Source: an optimization exercise on an open RTL-to-GDS flow (aim: small area and few clock cycles per item). Production flows keep margins and buffers that such runs may drop. In this exercise RTL edits were held to simulation tests only and were not proved equivalent to the original.

Setup of run 2:
==> flow/design.v (excerpt) <==
module double_ended_queue
#(
   parameter int DEPTH = 16
) (
   input  wire                          clock,
   input  wire                          reset,
   input  wire                          start,
   output logic                         busy,
   input  wire  [FUNC_W-1:0]            req_func,
   input  wire  [WORD_W-1:0]            req_value,
   output logic                         rsp_valid,
   output logic [STATUS_W-1:0]          rsp_status,
   output logic [WORD_W-1:0]            rsp_front_value,
   output logic [WORD_W-1:0]            rsp_back_value,
   output logic [$clog2(DEPTH+1)-1:0]   rsp_count,
   output logic                         rsp_is_empty
);
Size in the first run: roughly 1,900 cells after synthesis, ~1,000 flip-flops, ~0.038 sq mm of cells after synthesis.
clock: 5.0 ns
lec_check: 0
cap_margin: 20
core_margin: 2
core_utilization: 65
slew_margin: 20
synth_hierarchical: 1
synth_minimum_keep_size: 0
standard.sh (not shown) runs the stock make flow with config.mk's settings and CLKGATE_MAP_FILE= SYNTH_SCRIPT=/design/flow/synth_recipe.tcl, a recipe that flattens the netlist after the stock synthesis.
==> flow/flow/run.sh <==
#!/bin/bash
# Standard layout (standard.sh) with two changes: ports get the smallest
# buffer (buf_1), and the clock tree is built from clkbuf_8 buffers with
# clusters of up to 20 sinks and no dummy loads.
set -euo pipefail
export BUFFER_PORTS_ARGS="-buffer_cell sky130_fd_sc_hd__buf_1"
export CTS_ARGS="-sink_clustering_enable -repair_clock_nets -dont_use_dummy_load -buf_list sky130_fd_sc_hd__clkbuf_8 -sink_clustering_size 20 -sink_clustering_max_diameter 60"
bash standard.sh > standard.log 2>&1
Testbench counts of run 2, summed over its fixed seeds: cycles 24,000, items 24,000.
Edits applied to the flow inputs when going from run 2 to run 1:
==> flow/flow/run.sh <==
#!/bin/bash
# Standard layout (standard.sh) with two changes: ports get the smallest
# buffer (buf_1), and the clock tree is built from clkbuf_8 buffers with
# clusters of up to 18 sinks and no dummy loads.
set -euo pipefail
export BUFFER_PORTS_ARGS="-buffer_cell sky130_fd_sc_hd__buf_1"
export CTS_ARGS="-sink_clustering_enable -repair_clock_nets -dont_use_dummy_load -buf_list sky130_fd_sc_hd__clkbuf_8 -sink_clustering_size 18 -sink_clustering_max_diameter 55"
bash standard.sh > standard.log 2>&1
### Flow results
Diff run 1..run 2 | first-pass GRT wire length | negligible
The setup slack of run 1 exceeds that of run 2 by 0.044 ns.
There was hardly any difference in share of the final layout cell area in multi-input gates between run 1 and run 2.
Cell area: run 1 > run 2
Re data arrival time of the critical path: run 2 and run 1 aren't equal, and the lower value belongs to run 1.
Between run 2 and run 1, the via count does not differ in any meaningful way.
| synthesis-to-layout area growth | higher: run 1 |
Run 1 and run 2 ended up with roughly the same total detailed-routing wirelength.

---

The RTL this note starts from:
==> flow/design.v <==
`default_nettype none
package deq_pkg;
   localparam int WORD_W   = 64;
   localparam int FUNC_W   = 3;
   localparam int STATUS_W = 2;
   typedef enum logic [FUNC_W-1:0] {
      FUNC_PUSH_BACK  = 3'd0,
      FUNC_PUSH_FRONT = 3'd1,
      FUNC_POP_FRONT  = 3'd2,
      FUNC_POP_BACK   = 3'd3,
      FUNC_REVERSE    = 3'd4,
      FUNC_QUERY      = 3'd5
   } func_type;
   typedef enum logic [STATUS_W-1:0] {
      STATUS_OK    = 2'd0,
      STATUS_EMPTY = 2'd1,
      STATUS_FULL  = 2'd2
   } status_type;
endpackage : deq_pkg
`default_nettype wire
`default_nettype none
import deq_pkg::*;
module double_ended_queue
#(
   parameter int DEPTH = 16
) (
   input  wire                          clock,
   input  wire                          reset,
   input  wire                          start,
   output logic                         busy,
   input  wire  [FUNC_W-1:0]            req_func,
   input  wire  [WORD_W-1:0]            req_value,
   output logic                         rsp_valid,
   output logic [STATUS_W-1:0]          rsp_status,
   output logic [WORD_W-1:0]            rsp_front_value,
   output logic [WORD_W-1:0]            rsp_back_value,
   output logic [$clog2(DEPTH+1)-1:0]   rsp_count,
   output logic                         rsp_is_empty
);
   localparam int RING  = DEPTH - 2;           
   localparam int IDX_W = $clog2(RING);
   localparam int CNT_W = $clog2(DEPTH + 1);
   function automatic logic [IDX_W-1:0] ring_step(input logic [IDX_W-1:0] i,
                                                  input logic up);
      if (up) ring_step = (i == IDX_W'(RING - 1)) ? '0 : IDX_W'(i + 1'b1);
      else    ring_step = (i == '0) ? IDX_W'(RING - 1) : IDX_W'(i - 1'b1);
   endfunction
   logic [WORD_W-1:0]    front_ff, back_ff;
   logic [IDX_W-1:0]     rf_ff, rf_in;      
   logic [IDX_W-1:0]     rb_ff, rb_in;      
   logic [CNT_W-1:0]     count_ff, count_in;
   logic                 rev_ff, rev_in;    
   logic [WORD_W-1:0]    ring_mem [RING];
   logic                 wr_en;
   logic [IDX_W-1:0]     wr_addr;
   logic [WORD_W-1:0]    wr_data;
   logic                 rd_en;
   logic [IDX_W-1:0]     rd_addr;
   logic [WORD_W-1:0]    rd_data;
   logic                 rsp_valid_ff;
   deq_pkg::status_type  status_ff, status_in;
   logic [1:0]           front_src, back_src;
   logic                 take;
   logic                 is_empty, is_one, is_two, is_full;
   logic [IDX_W-1:0]     f_out, f_inw, b_out, b_inw;
   assign busy = 1'b0;
   assign take = start & ~reset;
   assign is_empty = (count_ff == CNT_W'(0));
   assign is_one   = (count_ff == CNT_W'(1));
   assign is_two   = (count_ff == CNT_W'(2));
   assign is_full  = (count_ff == CNT_W'(DEPTH));
   assign f_out    = ring_step(rf_ff,  rev_ff);
   assign f_inw    = ring_step(rf_ff, ~rev_ff);
   assign b_out    = ring_step(rb_ff, ~rev_ff);
   assign b_inw    = ring_step(rb_ff,  rev_ff);
   always_comb begin
      rf_in     = rf_ff;
      rb_in     = rb_ff;
      count_in  = count_ff;
      rev_in    = rev_ff;
      status_in = STATUS_OK;
      front_src = 2'd0;
      back_src  = 2'd0;
      wr_en     = 1'b0;
      wr_addr   = req_func[0] ? f_out : b_out;
      wr_data   = req_func[0] ? front_ff : back_ff;
      rd_en     = 1'b0;
      rd_addr   = req_func[0] ? rb_ff : rf_ff;
      case (req_func)
         FUNC_PUSH_BACK, FUNC_PUSH_FRONT: begin
            if (is_full) begin
               status_in = STATUS_FULL;
            end else begin
               count_in = CNT_W'(count_ff + 1'b1);
               wr_en    = ~is_empty & ~is_one;
               if (req_func[0]) begin
                  front_src = 2'd1;
                  if (is_empty) back_src = 2'd1;
                  if (wr_en) rf_in = f_out;
               end else begin
                  back_src = 2'd1;
                  if (is_empty) front_src = 2'd1;
                  if (wr_en) rb_in = b_out;
               end
            end
         end
         FUNC_POP_FRONT, FUNC_POP_BACK: begin
            if (is_empty) begin
               status_in = STATUS_EMPTY;
            end else begin
               count_in = CNT_W'(count_ff - 1'b1);
               rd_en    = ~is_one & ~is_two;
               if (req_func[0]) begin
                  back_src = is_two ? 2'd2 : 2'd3;
                  if (is_one) front_src = 2'd3;
                  if (rd_en) rb_in = b_inw;
               end else begin
                  front_src = is_two ? 2'd2 : 2'd3;
                  if (is_one) back_src = 2'd3;
                  if (rd_en) rf_in = f_inw;
               end
            end
         end
         FUNC_REVERSE: begin
            if (is_empty) begin
               status_in = STATUS_EMPTY;
            end else begin
               rev_in    = ~rev_ff;
               rf_in     = rb_ff;
               rb_in     = rf_ff;
               front_src = 2'd2;
               back_src  = 2'd2;
            end
         end
         default: begin
         end
      endcase
      if (!take) begin
         front_src = 2'd0;
         back_src  = 2'd0;
         wr_en     = 1'b0;
         rd_en     = 1'b0;
      end
      if (reset) begin
         front_src = 2'd3;
         back_src  = 2'd3;
      end
   end
   always_comb begin
      rd_data = '0;
      for (int i = 0; i < RING; i++) begin
         rd_data = rd_data | ({WORD_W{rd_en && rd_addr == IDX_W'(i)}} & ring_mem[i]);
      end
   end
   always_ff @(posedge clock) begin
      if (reset) begin
         rf_ff        <= '0;
         rb_ff        <= IDX_W'(RING - 1);
         count_ff     <= '0;
         rev_ff       <= 1'b0;
         rsp_valid_ff <= 1'b0;
      end else begin
         rsp_valid_ff <= take;
         if (take) begin
            rf_ff    <= rf_in;
            rb_ff    <= rb_in;
            count_ff <= count_in;
            rev_ff   <= rev_in;
         end
      end
      if (take) status_ff <= status_in;
      case (front_src)
         2'd1:    front_ff <= req_value;
         2'd2:    front_ff <= back_ff;
         2'd3:    front_ff <= rd_data;
         default: ;
      endcase
      case (back_src)
         2'd1:    back_ff <= req_value;
         2'd2:    back_ff <= front_ff;
         2'd3:    back_ff <= rd_data;
         default: ;
      endcase
   end
   always_ff @(posedge clock) begin
      if (wr_en) ring_mem[wr_addr] <= wr_data;
   end
   assign rsp_valid       = rsp_valid_ff;
   assign rsp_status      = status_ff;
   assign rsp_front_value = front_ff;
   assign rsp_back_value  = back_ff;
   assign rsp_count       = count_ff;
   assign rsp_is_empty    = is_empty;
endmodule
`default_nettype wire
==> flow/config.mk <==
export PLATFORM = sky130hd
export DESIGN_NAME = double_ended_queue
export DESIGN_NICKNAME = double_ended_queue
export VERILOG_FILES = /design/flow/design.v
export SDC_FILE = /design/flow/constraint.sdc
export NUM_CORES = 4
export LEC_CHECK = 0
export CAP_MARGIN = 20
export CORE_MARGIN = 2
export CORE_UTILIZATION = 45
export SLEW_MARGIN = 20
==> flow/constraint.sdc <==
create_clock -name core_clock -period 5.0 [get_ports {clock}]
set_input_delay 1.0000 -clock core_clock [delete_from_list [all_inputs] [get_ports {clock}]]
set_output_delay 1.0000 -clock core_clock [all_outputs]
set_load 0.01 [all_outputs]
run.sh (not shown) runs the stock make flow with config.mk's settings and CLKGATE_MAP_FILE= SYNTH_SCRIPT=/design/flow/synth_recipe.tcl, a recipe that flattens the netlist after the stock synthesis.
Stock flow here: none of the scripts above is used.
Testbench counts at the start, summed over its fixed seeds: cycles 24,000, items 24,000.
==> next run, changes <==
==> flow/flow/run.sh (new file) <==
#!/bin/bash
# Standard layout with three changes: ports get the smallest buffer, the
# clock tree uses clkbuf_8 buffers and CTS adds no dummy loads.
set -euo pipefail
export BUFFER_PORTS_ARGS="-buffer_cell sky130_fd_sc_hd__buf_1"
export CTS_ARGS="-sink_clustering_enable -repair_clock_nets -dont_use_dummy_load -buf_list sky130_fd_sc_hd__clkbuf_8"
bash standard.sh > standard.log 2>&1
==> flow/standard.sh (new file) <==
#!/bin/bash
# synth_recipe.tcl (not shown) runs the flow's synth.tcl, then flattens the netlist and writes it again
# the make line also repeats each setting of config.mk as NAME=value (left out here)
make -C /OpenROAD-flow-scripts/flow DESIGN_CONFIG=/design/flow/config.mk WORK_HOME=/design/flow/orfs CLKGATE_MAP_FILE= SYNTH_SCRIPT=/design/flow/synth_recipe.tcl "${@:-finish}"
removed: flow/run.sh
Effect: Setup slack gains 61 ps; maximum frequency came out higher by 1.6%; sequential share of layout area grows by 3.2 points; critical path depth stays the same.

## afterwards: timing with drivers on the ports
The flow's constraints put no driver on any port. The routed layouts listed below were extracted and timed again, unchanged, in two steps. Step 1 assumes that a clkbuf_16 drives the clock port and a buf_2 every other input. Step 2 times the ports against the registers' clock, not the clock port: input delays grow and output delays shrink by t, the midpoint of the rising clock arrivals with the driver on. Three values: ideal ports, drivers, drivers and shift; two values: the first two.
| run | t, ns | setup WS [ns] | hold WS [ns] | worst register clock-pin slew, ns | cell pins on the clock port's net |
|---|---|---|---|---|---|
| run 2 | 0.772 | 0.993 / 0.993 / 0.342 | 0.517 / 0.517 / 0.517 | 0.12 / 0.12 | 1 |
| run 1 | 0.730 | 1.037 / 1.037 / 0.364 | 0.521 / 0.521 / 0.521 | 0.11 / 0.11 | 1 |
| the first run of note 2 | 0.732 | 0.996 / 0.996 / 0.494 | 0.618 / 0.618 / 0.618 | 0.07 / 0.07 | 1 |
| the second run of note 2 | 0.848 | 1.058 / 1.058 / 0.798 | 0.482 / 0.438 / 0.614 | 0.06 / 0.06 | 1 |
After both steps every run listed still meets setup and hold. For run 1, which loses most, drivers alone change the setup slack by 0.000 ns; drivers and shift together by -0.673 ns.
